Source: an optimization exercise on an open RTL-to-GDS flow (aim: small area, a short achievable clock period and few clock cycles per item). Production flows keep margins and buffers that such runs may drop.
Function was checked by simulation only, so behaviour that the tests miss may differ from the original.
Power figures rest on the tool's default switching activity, not on a simulated workload.

before:
==> module irrigation_pump_controller, before the edit <==
module irrigation_pump_controller (
  input  logic                           clk,
  input  logic                           rst,
  input  logic                           s_axis_tvalid,
  output logic                           s_axis_tready,
  input  logic [ipc_pkg::IN_DATA_W-1:0]  s_axis_tdata,
  input  logic                           s_axis_tuser,
  output logic                           m_axis_tvalid,
  input  logic                           m_axis_tready,
  output logic [ipc_pkg::OUT_DATA_W-1:0] m_axis_tdata,
  input  logic                           cfg_valid,
  output logic                           cfg_ready,
  input  logic [ipc_pkg::CFG_IDX_W-1:0]  cfg_index,
  input  logic [ipc_pkg::CFG_DATA_W-1:0] cfg_data
);
  ipc_pkg::ipc_cfg_t cfg;
  logic [15:0]       rest_m1;
  logic              rest_zero;
  assign cfg_ready = 1'b1;
  ipc_regs u_regs (
    .clk      (clk),
    .rst      (rst),
    .wr_en    (cfg_valid),
    .wr_index (cfg_index),
    .wr_data  (cfg_data),
    .cfg      (cfg),
    .rest_m1  (rest_m1),
    .rest_zero(rest_zero)
  );
  logic        timer_active;
  logic [15:0] elapsed;
  logic        e_sat;       
  logic        motor;
  logic        resting;
  logic        pending;
  logic        limit;
  logic [31:0] secs;        
  logic        secs_ovf;    
  logic [31:0] water;       
  logic        water_ovf;   
  logic        out_valid;
  logic        busy;        
  logic        clr;         
  logic        find;        
  logic [4:0]  bit_j;       
  logic        s_bit;       
  logic        held;        
  logic accept;
  assign s_axis_tready = !busy && (!out_valid || m_axis_tready);
  assign accept        = s_axis_tvalid && s_axis_tready;
  logic is_tick, is_manual, is_auto, need;
  assign is_tick   = !s_axis_tuser;
  assign is_manual = s_axis_tuser && s_axis_tdata[23];
  assign is_auto   = s_axis_tuser && !s_axis_tdata[23];
  assign need = (s_axis_tdata[7:0] > cfg.temp_threshold) ||
                (s_axis_tdata[15:8] < cfg.humidity_threshold) ||
                (s_axis_tdata[22:16] < cfg.moisture_threshold);
  logic [15:0] e_inc;
  logic        gt_min, gt_max, ge_rest;
  assign e_inc   = e_sat ? elapsed : elapsed + 16'd1;
  logic [15:0] lim_a;
  logic        cmp_a;
  assign lim_a   = motor ? cfg.min_run_seconds : rest_m1;
  assign cmp_a   = elapsed >= lim_a;
  assign gt_min  = cmp_a && !(e_sat && &cfg.min_run_seconds);
  assign gt_max  = (elapsed >= cfg.max_run_seconds) && !(e_sat && &cfg.max_run_seconds);
  assign ge_rest = cmp_a || rest_zero;
  logic pend_eff, limit_eff, keep_run, start, run_end;
  assign pend_eff  = !timer_active || pending;
  assign limit_eff = timer_active && limit;
  assign keep_run  = motor && pend_eff;
  assign start     = !resting && !keep_run && need && !limit_eff;
  assign run_end   = !resting && !keep_run && !(need && !limit_eff) && motor;
  logic restart;    
  assign restart = accept && is_auto && start && !motor && timer_active;
  logic flow_wr;
  assign flow_wr = cfg_valid && (cfg_index == 3'd6);
  logic [15:0] secs_add;
  logic [32:0] secs_sum;
  assign secs_add = clr ? elapsed : {15'd0, !e_sat};
  bk_add #(32) u_secs_add (.a(secs), .b({16'd0, secs_add}), .ci(1'b0),
                           .s(secs_sum[31:0]), .co(secs_sum[32]));
  logic [31:0] w_a;
  logic [7:0]  w_b;
  logic [32:0] w_sum;
  logic [4:0]  bit_n;
  assign bit_n = bit_j - 5'd1;
  assign w_a   = busy ? {water[30:0], 1'b0} : water;
  assign w_b   = cfg.flow_per_second & {8{!busy || s_bit}};
  bk_add #(32) u_water_add (.a(w_a), .b({24'd0, w_b}), .ci(1'b0),
                            .s(w_sum[31:0]), .co(w_sum[32]));
  logic [7:0] nib_nz;
  logic [2:0] nib_top;
  always_comb begin
    for (int k = 0; k < 8; k++) nib_nz[k] = |secs[4*k +: 4];
    nib_top = 3'd0;
    for (int k = 1; k < 8; k++) if (nib_nz[k]) nib_top = 3'(k);
  end
  always_ff @(posedge clk) begin
    if (rst) begin
      timer_active <= 1'b0;
      elapsed      <= '0;
      e_sat        <= 1'b0;
      motor        <= 1'b0;
      resting      <= 1'b0;
      pending      <= 1'b1;
      limit        <= 1'b0;
      secs         <= '0;
      secs_ovf     <= 1'b0;
      water        <= '0;
      water_ovf    <= 1'b0;
      out_valid    <= 1'b0;
      busy         <= 1'b0;
      clr          <= 1'b0;
      find         <= 1'b0;
      bit_j        <= '0;
      s_bit        <= 1'b0;
      held         <= 1'b0;
    end else begin
      if (m_axis_tready) out_valid <= 1'b0;
      if (clr) begin
        clr       <= 1'b0;
        find      <= 1'b1;
        water     <= '0;
        water_ovf <= 1'b0;
        if (held) begin
          secs     <= secs_sum[31:0];
          secs_ovf <= secs_ovf || secs_sum[32];
        end
      end else if (find) begin
        find      <= 1'b0;
        bit_j     <= {nib_top, 2'b11};
        s_bit     <= secs[{nib_top, 2'b11}];
        water_ovf <= secs_ovf && (|cfg.flow_per_second);
        if (secs_ovf || !(|nib_nz)) begin
          busy      <= 1'b0;
          out_valid <= held;
          held      <= 1'b0;
        end
      end else if (busy) begin
        water     <= w_sum[31:0];
        water_ovf <= water_ovf || w_sum[32] || water[31];
        bit_j     <= bit_n;
        s_bit     <= secs[bit_n];
        if (bit_j == 5'd0) begin
          busy      <= 1'b0;
          out_valid <= held;
          held      <= 1'b0;
        end
      end
      if (flow_wr) begin
        busy <= 1'b1;
        clr  <= 1'b1;
      end
      if (accept) begin
        out_valid <= !restart;
        if (restart) begin
          held <= 1'b1;
          busy <= 1'b1;
          clr  <= 1'b1;
        end
        if (is_tick) begin
          if (timer_active) begin
            elapsed <= e_inc;
            e_sat   <= &elapsed[15:1];
            if (motor) begin
              secs     <= secs_sum[31:0];
              secs_ovf <= secs_ovf || secs_sum[32];
              if (!e_sat) begin
                water     <= w_sum[31:0];
                water_ovf <= water_ovf || w_sum[32];
              end
              if (gt_min) pending <= 1'b0;
              if (gt_max) limit <= 1'b1;
            end else if (ge_rest) begin
              timer_active <= 1'b0;
              elapsed      <= '0;
              e_sat        <= 1'b0;
              resting      <= 1'b0;
            end
          end
        end else if (is_manual) begin
          if (motor) begin
            elapsed      <= '0;
            e_sat        <= 1'b0;
            timer_active <= 1'b0;
          end
          resting <= 1'b0;
          motor   <= 1'b0;
        end else begin
          pending <= pend_eff;
          limit   <= limit_eff;
          if (start) begin
            motor        <= 1'b1;
            timer_active <= 1'b1;
          end
          if (run_end) begin
            motor   <= 1'b0;
            elapsed <= '0;
            e_sat   <= 1'b0;
            resting <= 1'b1;
          end
        end
      end
    end
  end
  assign m_axis_tvalid = out_valid;
  assign m_axis_tdata  = {6'd0, water | {32{water_ovf}}, resting, motor};
endmodule
export LEC_CHECK = 0
export CAP_MARGIN = 20
export CORE_MARGIN = 2
export CORE_UTILIZATION = 40
export SETUP_SLACK_MARGIN = 4.0
export SLEW_MARGIN = 20
create_clock -name core_clock -period 7.5 [get_ports {clk}]
standard.sh (not shown) runs the stock make flow with config.mk's settings and CLKGATE_MAP_FILE= SYNTH_SCRIPT=/design/flow/synth_recipe.tcl, a recipe that flattens the netlist after the stock synthesis.
==> flow/flow/run.sh <==
#!/bin/bash
# Own layout flow: the standard synthesis and layout, with two layout choices changed:
# the port buffers are the smallest buffer (every port still gets one), and clock tree
# synthesis inserts no dummy loads. Each tool's output goes to a log of its own.
set -euo pipefail
bash standard.sh synth > synth.log 2>&1
export BUFFER_PORTS_ARGS="-buffer_cell sky130_fd_sc_hd__buf_1"
export CTS_ARGS="-sink_clustering_enable -repair_clock_nets -dont_use_dummy_load"
bash standard.sh > layout.log 2>&1
Testbench counts of before, summed over its fixed seeds: cycles 20,364, items 20,000.
What after does differently from before at the input level:
--- a/flow/design.v
+++ b/flow/design.v
@@ -181,15 +181,14 @@
   logic        secs_ovf;    
   logic [31:0] water;       
   logic        water_ovf;   
   logic        out_valid;
   logic        busy;        
   logic        clr;         
-  logic        find;        
-  logic [4:0]  bit_j;       
-  logic        s_bit;       
+  logic [2:0]  bit_i;       
+  logic        f_bit;       
   logic        held;        
   logic accept;
   assign s_axis_tready = !busy && (!out_valid || m_axis_tready);
   assign accept        = s_axis_tvalid && s_axis_tready;
   logic is_tick, is_manual, is_auto, need;
   assign is_tick   = !s_axis_tuser;
@@ -221,27 +220,20 @@
   logic [15:0] secs_add;
   logic [32:0] secs_sum;
   assign secs_add = clr ? elapsed : {15'd0, !e_sat};
   bk_add #(32) u_secs_add (.a(secs), .b({16'd0, secs_add}), .ci(1'b0),
                            .s(secs_sum[31:0]), .co(secs_sum[32]));
   logic [31:0] w_a;
-  logic [7:0]  w_b;
+  logic [31:0] w_b;
   logic [32:0] w_sum;
-  logic [4:0]  bit_n;
-  assign bit_n = bit_j - 5'd1;
+  logic [2:0]  bit_n;
   assign w_a   = busy ? {water[30:0], 1'b0} : water;
-  assign w_b   = cfg.flow_per_second & {8{!busy || s_bit}};
-  bk_add #(32) u_water_add (.a(w_a), .b({24'd0, w_b}), .ci(1'b0),
+  assign w_b   = busy ? (f_bit ? secs : 32'd0) : {24'd0, cfg.flow_per_second};
+  bk_add #(32) u_water_add (.a(w_a), .b(w_b), .ci(1'b0),
                             .s(w_sum[31:0]), .co(w_sum[32]));
-  logic [7:0] nib_nz;
-  logic [2:0] nib_top;
-  always_comb begin
-    for (int k = 0; k < 8; k++) nib_nz[k] = |secs[4*k +: 4];
-    nib_top = 3'd0;
-    for (int k = 1; k < 8; k++) if (nib_nz[k]) nib_top = 3'(k);
-  end
+  assign bit_n = bit_i - 3'd1;
   always_ff @(posedge clk) begin
     if (rst) begin
       timer_active <= 1'b0;
       elapsed      <= '0;
       e_sat        <= 1'b0;
       motor        <= 1'b0;
@@ -252,43 +244,33 @@
       secs_ovf     <= 1'b0;
       water        <= '0;
       water_ovf    <= 1'b0;
       out_valid    <= 1'b0;
       busy         <= 1'b0;
       clr          <= 1'b0;
-      find         <= 1'b0;
-      bit_j        <= '0;
-      s_bit        <= 1'b0;
+      bit_i        <= '0;
+      f_bit        <= 1'b0;
       held         <= 1'b0;
     end else begin
       if (m_axis_tready) out_valid <= 1'b0;
       if (clr) begin
         clr       <= 1'b0;
-        find      <= 1'b1;
         water     <= '0;
         water_ovf <= 1'b0;
+        bit_i     <= 3'd7;
+        f_bit     <= cfg.flow_per_second[7];
         if (held) begin
           secs     <= secs_sum[31:0];
           secs_ovf <= secs_ovf || secs_sum[32];
         end
-      end else if (find) begin
-        find      <= 1'b0;
-        bit_j     <= {nib_top, 2'b11};
-        s_bit     <= secs[{nib_top, 2'b11}];
-        water_ovf <= secs_ovf && (|cfg.flow_per_second);
-        if (secs_ovf || !(|nib_nz)) begin
-          busy      <= 1'b0;
-          out_valid <= held;
-          held      <= 1'b0;
-        end
       end else if (busy) begin
         water     <= w_sum[31:0];
-        water_ovf <= water_ovf || w_sum[32] || water[31];
-        bit_j     <= bit_n;
-        s_bit     <= secs[bit_n];
-        if (bit_j == 5'd0) begin
+        water_ovf <= water_ovf || w_sum[32] || water[31] || (f_bit && secs_ovf);
+        bit_i     <= bit_n;
+        f_bit     <= cfg.flow_per_second[bit_n];
+        if (bit_i == 3'd0) begin
           busy      <= 1'b0;
           out_valid <= held;
           held      <= 1'b0;
         end
       end
       if (flow_wr) begin
after vs before: synthesized cell count down in after
Diff before -> after: shortest clock period the worst path allows after layout has increased; max capacitance violation total held steady; synthesized-area fraction occupied by ao, oa, aoi and oai cells lost 2.0 points.
Total power, before and after: higher on before
First-pass GRT wire length in after vs before: down about 2%
Re area of all placed cells without fillers: after is 660 sq um up on before.
Highest-delay cell along the critical path: sky130_fd_sc_hd__fa_2 -> after, sky130_fd_sc_hd__buf_2 -> before
The setup slack of after is smaller than that of before.
Testbench counts of after, summed over its fixed seeds: cycles 20,316, items 20,000.

[what the ideal ports hide]
How much do the figures lean on ideal ports? The routed layouts below were timed once more, with nothing changed but the port constraints. Step 1, drivers: a clkbuf_16 drives clk and a buf_2 each remaining input, both assumed. Step 2 also shifts input and output timing later by t, the mid clock arrival at the registers, as if the neighbouring blocks saw the same clock. a / b / c = no drivers / after step 1 / after step 2; a / b = the first two.
| run | shift t [ns] | setup slack, ns | hold slack, ns | worst setup path after step 2 | pins driven straight from the clock port |
|---|---|---|---|---|---|
| before | 0.464 | 4.047 / 4.015 / 3.738 | 0.458 / 0.458 / 0.458 | input to register | 1 |
| after | 0.467 | 4.040 / 4.035 / 3.684 | 0.487 / 0.487 / 0.487 | input to register | 1 |
After both steps setup and hold are still met in every run listed. For after, which loses most, drivers alone change the setup slack by -0.005 ns; drivers and shift together by -0.356 ns.
